Background: an optimization exercise with open tools, aiming at a short achievable clock period, few clock cycles and low power. Do not read the settings as production practice.
Where RTL was checked, it was by simulation tests only, not by an equivalence proof against the original.
Power is estimated from default activity; no workload was simulated.

Design mac_vector_engine, start of the top module:
module mac_vector_engine (
  input logic clk,
  input logic reset_n,
  input logic start,
  input logic clear,
  input logic [9:0] vec_len,
  input logic signed [47:0] bias,
  input logic in_valid,
  input logic [35:0] in_a,
  input logic [35:0] in_b,
  input logic out_ready,
  output logic busy,
  output logic in_ready,
  output logic out_valid,
  output logic signed [17:0] out_data,
  output logic signed [47:0] out_acc,
  output logic acc_overflow
);
Size: about 2900 cells after synthesis, roughly 210 I/O pins, ~0.032 mm² of cells after synthesis.
make LEC_CHECK=0 ABC_CLOCK_PERIOD_IN_PS=2900 CAP_MARGIN=20 CORE_MARGIN=2 CORE_UTILIZATION=60 CTS_BUF_LIST=sky130_fd_sc_hd__clkbuf_16 CTS_CLUSTER_DIAMETER=80 CTS_CLUSTER_SIZE=40 SETUP_SLACK_MARGIN=4.2 SLEW_MARGIN=20 finish   # period 7.0 ns
run.sh (not shown) runs the stock make flow with config.mk's settings and CLKGATE_MAP_FILE= SYNTH_SCRIPT=/design/flow/synth_recipe.tcl, a recipe that flattens the netlist after the stock synthesis.
The baseline passed the timing, DRC and antenna checks.
Next try:
- CTS_CLUSTER_DIAMETER: 80 -> 70
- SETUP_SLACK_MARGIN: 4.2 -> 4.1
Effect: Fmax is about the same; die area is unchanged; synthesized area does not change.
No run of this note included a check of the RTL's function; only the layout flow was run.


mac_vector_engine, a different RTL version from the one above (not shown whole).
Size in the first run: ~530 flip-flops, about 210 I/O pins.
clock: 7.0 ns
lec_check: 0
abc_clock_period_in_ps: 2900
cap_margin: 20
core_margin: 2
core_utilization: 60
cts_buf_list: sky130_fd_sc_hd__clkbuf_16
cts_cluster_diameter: 70
cts_cluster_size: 40
setup_slack_margin: 4.1
slew_margin: 20
Testbench counts at the start, summed over its fixed seeds: cycles 12,350.
Next try:
--- a/flow/config.mk
+++ b/flow/config.mk
@@ -15 +15 @@
-export SETUP_SLACK_MARGIN = 4.1
+export SETUP_SLACK_MARGIN = 4.3
Effect:
- non-clock buffer count increases by 237
- hold slack barely changes
- routed wire length increases by about a fifth


Another version of the RTL of mac_vector_engine (not shown whole).
Size: ~3200 cells after synthesis, about 32000 um^2 of cells after synthesis.
Settings: LEC_CHECK=0, ABC_CLOCK_PERIOD_IN_PS=2900, CAP_MARGIN=20, CORE_MARGIN=2, CORE_UTILIZATION=55, CTS_BUF_LIST=sky130_fd_sc_hd__clkbuf_16, CTS_CLUSTER_DIAMETER=120, CTS_CLUSTER_SIZE=25, GPL_ROUTABILITY_DRIVEN=0, SETUP_SLACK_MARGIN=4.2, SLEW_MARGIN=20; clock period 7.0 ns.
The baseline finished clean.
Testbench counts at the start, summed over its fixed seeds: cycles 12,338.
Edit:
- CORE_UTILIZATION: 55 -> 65
- GPL_ROUTABILITY_DRIVEN: 0 -> default
Result: The new run completed without violations. Register-to-register slack loses 160 ps. First-iteration DRC count rises by 18%. Routed wire length rises by 0.70%. Sequential share of layout area is about the same. Power hardly moves. Area after synthesis stays the same.


mac_vector_engine, a different RTL version from the one above (not shown whole).
For scale: about 2700 cells after synthesis, roughly 210 I/O pins, roughly 30000 um^2 of cells after synthesis.
==> flow/design.v (excerpt) <==
module mac_vector_engine (
  input logic clk,
  input logic reset_n,
  input logic start,
  input logic clear,
  input logic [9:0] vec_len,
  input logic signed [47:0] bias,
  input logic in_valid,
  input logic [35:0] in_a,
  input logic [35:0] in_b,
  input logic out_ready,
  output logic busy,
  output logic in_ready,
  output logic out_valid,
  output logic signed [17:0] out_data,
  output logic signed [47:0] out_acc,
  output logic acc_overflow
);
==> flow/config.mk <==
export PLATFORM = sky130hd
export DESIGN_NAME = mac_vector_engine
export DESIGN_NICKNAME = mac_vector_engine
export VERILOG_FILES = /design/flow/design.v
export SDC_FILE = /design/flow/constraint.sdc
export NUM_CORES = 4
export LEC_CHECK = 0
export ABC_CLOCK_PERIOD_IN_PS = 2900
export CAP_MARGIN = 20
export CORE_MARGIN = 2
export CORE_UTILIZATION = 60
export CTS_BUF_LIST = sky130_fd_sc_hd__clkbuf_16
export CTS_CLUSTER_DIAMETER = 80
export CTS_CLUSTER_SIZE = 40
export SETUP_SLACK_MARGIN = 4.1
export SLEW_MARGIN = 20
==> flow/constraint.sdc <==
create_clock -name core_clock -period 7.0 [get_ports {clk}]
set_input_delay 1.4000 -clock core_clock [delete_from_list [all_inputs] [get_ports {clk}]]
set_output_delay 1.4000 -clock core_clock [all_outputs]
set_load 0.01 [all_outputs]
The first run went through all stages and came out clean.
Testbench counts at the start, summed over its fixed seeds: cycles 12,350.
==> next run, changes <==
CORE_UTILIZATION = 40   (was 60)
CTS_BUF_LIST = default   (was sky130_fd_sc_hd__clkbuf_16)
CTS_CLUSTER_DIAMETER = default   (was 80)
CTS_CLUSTER_SIZE = default   (was 40)
Sequential power barely changes. Total power grows by 5.1%. Core utilization fell by 21 points. Fmax came out higher by 2.3%. Clock-buffer cell count increases by 58. Setup slack gains 0.069 ns. Hold slack is worse by 0.015 ns.

-- afterwards: timing with drivers on the ports --
Ports are ideal in the flow. The routed layouts listed here were re-timed in OpenROAD.
Step 1 assumes that a clkbuf_16 drives the clock port and a buf_2 every other input.
Step 2 moves the port delays by t, midway between the first and last clock arrival at a register: inputs arrive t later, outputs are due t later. That takes back most of the time a late clock gives input paths.
Slacks: ideal ports / drivers / drivers and shift; pairs: ideal ports / drivers.
run | shift t [ns] | setup WS [ns] | worst hold slack (ns) | worst setup path at the end | pins driven straight from the clock port
the first run of note 1 | 0.689 | 4.002 / 4.002 / 3.587 | 0.325 / 0.325 / 0.325 | input to register | 1
the second run of note 1 | 0.635 | 4.003 / 4.003 / 3.719 | 0.331 / 0.331 / 0.331 | input to register | 1
the first run of note 2 | 0.705 | 4.099 / 4.099 / 3.687 | 0.335 / 0.335 / 0.335 | input to register | 1
the second run of note 2 | 0.706 | 4.168 / 4.168 / 3.828 | 0.334 / 0.334 / 0.334 | input to register | 1
the first run of note 3 | 0.650 | 4.165 / 4.103 / 3.580 | 0.334 / 0.334 / 0.334 | input to register | 1
the second run of note 3 | 0.641 | 4.028 / 4.028 / 3.482 | 0.331 / 0.331 / 0.331 | input to register | 1
the first run of note 4 | 0.675 | 3.975 / 3.975 / 3.634 | 0.337 / 0.337 / 0.337 | input to register | 1
the second run of note 4 | 0.677 | 4.043 / 4.043 / 3.646 | 0.322 / 0.322 / 0.322 | input to register | 1
After both steps setup and hold are still met in every run listed. For the first run of note 3, which loses most, drivers alone change the setup slack by -0.062 ns; drivers and shift together by -0.585 ns.
